This design comes from an exercise in tuning for small area on the open sky130 flow, not from production work.
The RTL was checked by simulation tests, not by an equivalence proof against the original design.
No activity file was given, so power comes from the tool's default toggle rates.

==> flow/run.sh <==
#!/bin/bash
# synth_recipe.tcl (not shown) runs the flow's synth.tcl, then flattens the netlist and writes it again
# the make line also repeats each setting of config.mk as NAME=value (left out here)
make -C /OpenROAD-flow-scripts/flow DESIGN_CONFIG=/design/flow/config.mk WORK_HOME=/design/flow/orfs CLKGATE_MAP_FILE= SYNTH_SCRIPT=/design/flow/synth_recipe.tcl finish
==> flow/config.mk <==
export PLATFORM = sky130hd
export DESIGN_NAME = motor_io_top
export DESIGN_NICKNAME = motor_io_top
export VERILOG_FILES = /design/flow/design.v
export SDC_FILE = /design/flow/constraint.sdc
export NUM_CORES = 4
export LEC_CHECK = 0
export CAP_MARGIN = 20
export CORE_MARGIN = 2
export CORE_UTILIZATION = 40
export SLEW_MARGIN = 20
==> flow/constraint.sdc <==
create_clock -name core_clock -period 10.0 [get_ports {clk_50}]
set_input_delay 2.0000 -clock core_clock [delete_from_list [all_inputs] [get_ports {clk_50}]]
set_output_delay 2.0000 -clock core_clock [all_outputs]
set_load 0.01 [all_outputs]
==> flow/design.v <==
`default_nettype none
package motor_io_pkg;
	typedef enum logic [8-1:0] {
		count_0     = 8'h00,  
		count_1     = 8'h04,
		count_2     = 8'h08,
		count_3     = 8'h0C,
		duty_0      = 8'h10,  
		duty_1      = 8'h14,
		duty_2      = 8'h18,
		duty_3      = 8'h1C,
		count_clear = 8'h20   
	} reg_addr_e;
	typedef enum logic [1:0] {step_none, step_up, step_down, step_invalid} quad_step_e;
endpackage
`default_nettype wire
`default_nettype none
module apb_reg_file (
	input  logic                      clk_50,
	input  logic                      reset,
	input  logic                      psel,
	input  logic                      penable,
	input  logic                      pwrite,
	input  logic [8-1:0]  paddr,
	input  logic [32-1:0]  pwdata,
	output logic [32-1:0]  prdata,
	output logic                      pready,
	output logic                      pslverr,
	input  logic [4*32-1:0] enc_counts,
	output logic [4*11-1:0]   pwm_duties,
	output logic [4-1:0] count_clear
);
	logic                     access;    
	logic                     addr_err;  
	logic                     wr_en;     
	logic [1:0]               reg_idx;   
	logic [32-1:0] rd_data;
	assign access  = psel & penable;
	assign reg_idx = paddr[3:2];
	assign wr_en   = access & pwrite & ~addr_err;
	always_comb begin
		rd_data  = '0;
		addr_err = 1'b0;
		case (paddr)
			motor_io_pkg::count_0, motor_io_pkg::count_1, motor_io_pkg::count_2, motor_io_pkg::count_3: begin
				rd_data  = enc_counts[reg_idx*32 +: 32];  
				addr_err = pwrite;       
			end
			motor_io_pkg::duty_0, motor_io_pkg::duty_1, motor_io_pkg::duty_2, motor_io_pkg::duty_3: begin
				rd_data = {{(32 - 11){1'b0}}, pwm_duties[reg_idx*11 +: 11]};
			end
			motor_io_pkg::count_clear: begin
				rd_data = '0;  
			end
			default: begin
				addr_err = 1'b1;
			end
		endcase
	end
	always_comb begin
		pready  = access;
		pslverr = access & addr_err;
		if (access && !pwrite && !addr_err)
			prdata = rd_data;
		else
			prdata = '0;
	end
	always_ff @(posedge clk_50) begin
		if (reset) begin
			pwm_duties  <= '0;
			count_clear <= '0;
		end else begin
			count_clear <= '0;  
			if (wr_en) begin
				case (paddr)
					motor_io_pkg::duty_0, motor_io_pkg::duty_1, motor_io_pkg::duty_2, motor_io_pkg::duty_3: begin
						pwm_duties[reg_idx*11 +: 11] <= pwdata[11-1:0];
					end
					motor_io_pkg::count_clear: begin
						count_clear <= pwdata[4-1:0];  
					end
					default: begin
					end
				endcase
			end
		end
	end
endmodule
`default_nettype wire
`default_nettype none
module quad_decoder (
	input  logic                      clk_50,
	input  logic                      reset,
	input  logic [1:0]                pins,   
	input  logic                      clear,
	output logic [32-1:0] count
);
	logic [1:0]               sync_0;  
	logic [1:0]               sync_1;  
	logic [1:0]               prev;    
	logic [1:0]               delta;   
	motor_io_pkg::quad_step_e step;
	always_ff @(posedge clk_50) begin
		if (reset) begin
			sync_0 <= '0;
			sync_1 <= '0;
			prev   <= '0;
		end else begin
			sync_0 <= pins;
			sync_1 <= sync_0;
			prev   <= sync_1;
		end
	end
	assign delta = sync_1 ^ prev;
	always_comb begin
		case (delta)
			2'b00:   step = motor_io_pkg::step_none;
			2'b11:   step = motor_io_pkg::step_invalid;  
			default: step = (prev[1] ^ sync_1[0]) ? motor_io_pkg::step_down : motor_io_pkg::step_up;
		endcase
	end
	always_ff @(posedge clk_50) begin
		if (reset) begin
			count <= '0;
		end else if (clear) begin
			count <= '0;  
		end else begin
			case (step)
				motor_io_pkg::step_up:   count <= count + 1'b1;  
				motor_io_pkg::step_down: count <= count - 1'b1;
				default:   count <= count;         
			endcase
		end
	end
endmodule
`default_nettype wire
`default_nettype none
module pwm_bank (
	input  logic                      clk_50,
	input  logic                      reset,
	input  logic [4*11-1:0] pwm_duties,
	output logic [4-1:0] pwm_out
);
	logic [11-1:0] period_cnt;  
	logic                    wrap;        
	logic [4*11-1:0] active;      
	assign wrap = (period_cnt == '1);
	always_ff @(posedge clk_50) begin
		if (reset) begin
			period_cnt <= '0;
			active     <= '0;
		end else begin
			period_cnt <= period_cnt + 1'b1;  
			if (wrap)
				active <= pwm_duties;  
		end
	end
	always_ff @(posedge clk_50) begin
		if (reset) begin
			pwm_out <= '0;
		end else begin
			for (int i = 0; i < 4; i++) begin
				pwm_out[i] <= (period_cnt < active[i*11 +: 11]);  
			end
		end
	end
endmodule
`default_nettype wire
`default_nettype none
module motor_io_top (
	input  logic                                                clk_50,
	input  logic                                                reset,
	input  logic                                                psel,
	input  logic                                                penable,
	input  logic                                                pwrite,
	input  logic [8-1:0]                            paddr,
	input  logic [32-1:0]                            pwdata,
	output logic [32-1:0]                            prdata,
	output logic                                                pready,
	output logic                                                pslverr,
	input  logic [4-1:0]                           enc_a,
	input  logic [4-1:0]                           enc_b,
	output logic [4-1:0]                           pwm_out
);
	logic [4*32-1:0] enc_counts;   
	logic [4*11-1:0]   pwm_duties;   
	logic [4-1:0] count_clear;  
	apb_reg_file apb_reg_file_inst (
		.clk_50      (clk_50),
		.reset       (reset),
		.psel        (psel),
		.penable     (penable),
		.pwrite      (pwrite),
		.paddr       (paddr),
		.pwdata      (pwdata),
		.prdata      (prdata),
		.pready      (pready),
		.pslverr     (pslverr),
		.enc_counts  (enc_counts),
		.pwm_duties  (pwm_duties),
		.count_clear (count_clear)
	);
	for (genvar i = 0; i < 4; i++) begin : gen_enc
		quad_decoder quad_decoder_inst (
			.clk_50 (clk_50),
			.reset  (reset),
			.pins   ({enc_a[i], enc_b[i]}),
			.clear  (count_clear[i]),
			.count  (enc_counts[i*32 +: 32])
		);
	end
	pwm_bank pwm_bank_inst (
		.clk_50     (clk_50),
		.reset      (reset),
		.pwm_duties (pwm_duties),
		.pwm_out    (pwm_out)
	);
endmodule
`default_nettype wire
==> reports/metrics.csv <==
metric,value,unit
Chip Width,228,um
Worst Path Required,8.00,ns
DRT Pass-1 Iters,6,
HP Class,reg2reg,
critical path type,in2out,
P&R area growth vs syn,9.29,%
number of stages on the worst setup path,10,
"Distinct cells, synth",104,
Final setup viols,0,
Pwr per Cell Area,174,nW/um^2
DR iter-0 viols,1893,
dpl cell area,20700,sq um
Total Nets Final,2628,
clock slew at reported path FFs,0.05,ns
Slew Limit Fails,0,
chip height,228,um
endpoint class of the critical path,output pin,
GP Congestion,0.901,
critical path peak fanout,47,
Cells after Synth,2638,
input/output buffers,69,
clk latency of the worst-skew pair,0.57,ns
max-cap viol count,0,
DIE AREA,51900,sq um
status,"complete, no violations",
Worst slew margin,25.6,%
YS warnings,3,
Setup WS post-layout,2.50,ns
Via Count,19700,
min Tclk post-route,7.50,ns
first-pass GRT wire length,102,mm
layout cells sized above 1,7.44,%
Total GRT Usage,24.0,%
Post-Syn Area,20000,sq um
vias per cell,6.12,
post-synthesis sequential area ratio,25.9,%
WP buf/inv,4,
Post-CTS Setup Inserts,0,
antenna violations before repair,2,
wire per inst,20.0,um
Setup crit start kind,input port,
total I/O pin count,91,
worst vdd ir,0.106,mV
Fin. Hold Viols,0,
Synth async-reset ratio,0,%
cells along the critical path,buf_2 -> buf_4 -> inv_1 -> ha_1 -> nor4_1 -> nor3_1 -> nand2b_1 -> or2_2 -> nor2b_1 -> clkdlybuf4s50_1,
filler instances,4973,
CTS Buffer Depth,3,
Total Neg Setup Slack,0,ns
leakage,7.38,nW
R2R cell count,15,
final core occ,44.0,%
Avg Synthesized Cell Area,7.60,sq um
largest net degree at the start of global routing,90,
htree depth,2,
core area,49800,sq um
grt total ovfl,0,
Clock Sinks,259,
"commonest non-fill, non-tap cells in the layout","dfxtp_1, nand2_1, a21oi_1",
Slew @ Worst Pin,1.11,ns
CTS tree,done,
CP top delay family,simple AND/OR/NAND/NOR gates,
final period utilization,75.0,%
placed cells,3148,
"most common cell after layout, fill and taps aside",dfxtp_1,
Routed Antenna Nets,0,
CP peak stage delay,0.74,ns
initial core utilization,40.3,%
Register Area,5180,sq um
Worst path slowest cell,buf_4,
"Net Count, Synth",2753,
total CTS buffers,35,
multi-input logic area,13500,sq um
Worst Skew,0.0245,ns
hpwl dp,44.5,mm
"Cell Count, Final, Fillers Out",3213,
hold buffer count at cts,0,
vias in the first global route,18000,
CTS Root Cell,clkbuf_16,
"flops & latches, synth",259,
hold path depth,1,
# DRC,0,
Post-synth EDFFs,0,
num rows,82,
post-route cell area,21900,sq um
setup repair after global routing missed its margin,false,
predominant post-synthesis flop cell,dfxtp_1,
Worst EP arrival,5.50,ns
WL final,64.4,mm
# resized after CTS,0,
post-place setup slack,2.49,ns
FMAX,133,MHz
[final cells by class]
| cell class | count | area share [%] |
|---|---|---|
| Inverter | 77 | 1.32 |
| Clock inverter | 15 | 0.880 |
| Sequential cell | 259 | 23.7 |
| Clock buffer | 49 | 4.56 |
| Antenna cell | 1 | 0.0114 |
| Tap cell | 672 | 3.84 |
| Timing Repair Buffer | 92 | 3.89 |
| Multi-Input combinational cell | 2048 | 61.8 |
[flip-flops by register name, summed over array words and instances (netlist names)]
| register | cells |
|---|---|
| gen_enc.quad_decoder_inst.sync_0 | 8 |
| pwm_bank_inst.active | 44 |
| apb_reg_file_inst.count_clear | 4 |
| gen_enc.quad_decoder_inst.sync_1 | 8 |
| gen_enc.quad_decoder_inst.prev | 8 |
| apb_reg_file_inst.pwm_duties | 44 |
| pwm_bank_inst.period_cnt | 11 |
| pwm_bank_inst.pwm_out | 4 |
| gen_enc.quad_decoder_inst.count | 128 |
[path summary, 6_finish.rpt]
kind	startpoint	to	slack, ns
max	paddr[2]	prdata[25]	2.50
min	gen_enc[0].quad_decoder_inst.sync_0[1]	gen_enc[0].quad_decoder_inst.sync_1[1]	0.43
max reg2reg	gen_enc[0].quad_decoder_inst.sync_1[0]	gen_enc[0].quad_decoder_inst.count[22]	5.32
min reg2reg	gen_enc[0].quad_decoder_inst.sync_0[1]	gen_enc[0].quad_decoder_inst.sync_1[1]	0.43
[cells in the mapped netlist (8+ instances only)]
cell | instances | area share (%)
buf_2 | 39 | 0.97
a21o_1 | 38 | 1.4
or4_1 | 9 | 0.34
o31a_1 | 27 | 1.2
and4b_1 | 13 | 0.65
nand4_1 | 18 | 0.56
a21oi_1 | 229 | 5.7
or2_2 | 17 | 0.53
nand3b_1 | 13 | 0.49
o22a_1 | 19 | 0.83
o41ai_1 | 8 | 0.35
o21ai_0 | 172 | 4.3
o211ai_1 | 9 | 0.34
mux2i_1 | 50 | 2.5
nand3_1 | 77 | 1.9
a211oi_1 | 17 | 0.64
a22oi_1 | 42 | 1.6
nor2_1 | 227 | 4.3
a31oi_1 | 21 | 0.66
a211o_1 | 8 | 0.35
nor3_1 | 68 | 1.7
o21a_1 | 16 | 0.60
and2_1 | 23 | 0.72
or3_1 | 111 | 3.5
o22ai_1 | 19 | 0.59
nand2_1 | 232 | 4.3
nor4_1 | 28 | 0.87
a32oi_1 | 13 | 0.57
buf_1 | 24 | 0.45
and3_1 | 27 | 0.84
o21bai_1 | 9 | 0.34
nor3b_1 | 14 | 0.52
inv_1 | 76 | 1.4
xnor2_1 | 88 | 3.8
xor2_1 | 30 | 1.3
dfxtp_1 | 259 | 26
a22o_1 | 8 | 0.35
nand2b_1 | 26 | 0.81
o31ai_1 | 20 | 0.75
clkbuf_1 | 186 | 3.5
nor2b_1 | 55 | 1.7
ha_1 | 62 | 3.9
mux4_2 | 43 | 4.8
[worst reg2reg max path: cells and delay by family (launching register included)]
family                     cells  cell delay (ns)
AOI/OAI and AO/OA              4             1.13
xor gates and xnor gates       2             0.41
adders and majority gates      3             0.74
buffers and inverters          1             0.61
DFF                            1             0.33
muxes                          3             0.69
and+or+nand+nor                2             0.71
[cell families (layout without fill, tap and decap cells)]
| logic type | after synthesis | in the layout | share of synthesized area [%] |
|---|---|---|---|
| DFF | 259 | 259 | 25.9 |
| buffers and inverters | 331 | 233 | 6.61 |
| other | 0 | 1 | 0 |
| AOI/OAI and AO/OA | 780 | 780 | 25.7 |
| and+or+nand+nor | 992 | 992 | 25.3 |
| muxes | 96 | 96 | 7.50 |
| adders and majority gates | 62 | 62 | 3.87 |
| xor gates and xnor gates | 118 | 118 | 5.16 |
[metal layers]
layer	track usage, %	vias up	share of wire, %
li1	-	9350	-
met1	32.6	9567	44
met2	38.8	644	46
met3	4.06	103	7.6
met4	7.18	0	2.3
met5	0	-	0
[power breakdown]
part / internal (mW) / switching, mW
logic: 0.469 / 0.622
clock network: 0.785 / 0.530
registers: 1.12 / 0.289
[per-stage QoR]
step	hold slack, ns	power, mW
5_1_grt	0.453	4.02
2_1_floorplan	0.414	2.21
4_1_cts	0.441	3.82
6_report	0.432	3.82
3_5_place_dp	0.426	2.50
3_3_place_gp	0.425	2.47

-- what the ideal ports hide --
The flow's constraints put no driver on any port. The routed layout listed below was extracted and timed again, unchanged, in two steps.
Step 1 sets driving cells, clkbuf_16 on the clock port and buf_2 on the other inputs (assumed; they add their load-dependent delay and slew).
Step 2 adds t to the input delays and takes it off the output delays; t is the mean of the earliest and latest rising clock arrival at the registers after step 1. Input paths then give back, and output paths get back, about the clock's delay inside the block.
Slacks: ideal ports / drivers / drivers and shift; pairs: ideal ports / drivers.
shift t [ns]: 0.623
setup slack, ns: 2.496 / 2.467 / 2.467
hold WS [ns]: 0.432 / 0.432 / 0.432
After both steps setup and hold are still met in this run. The setup slack of this run moves by -0.029 ns with the drivers and by -0.029 ns with both steps.
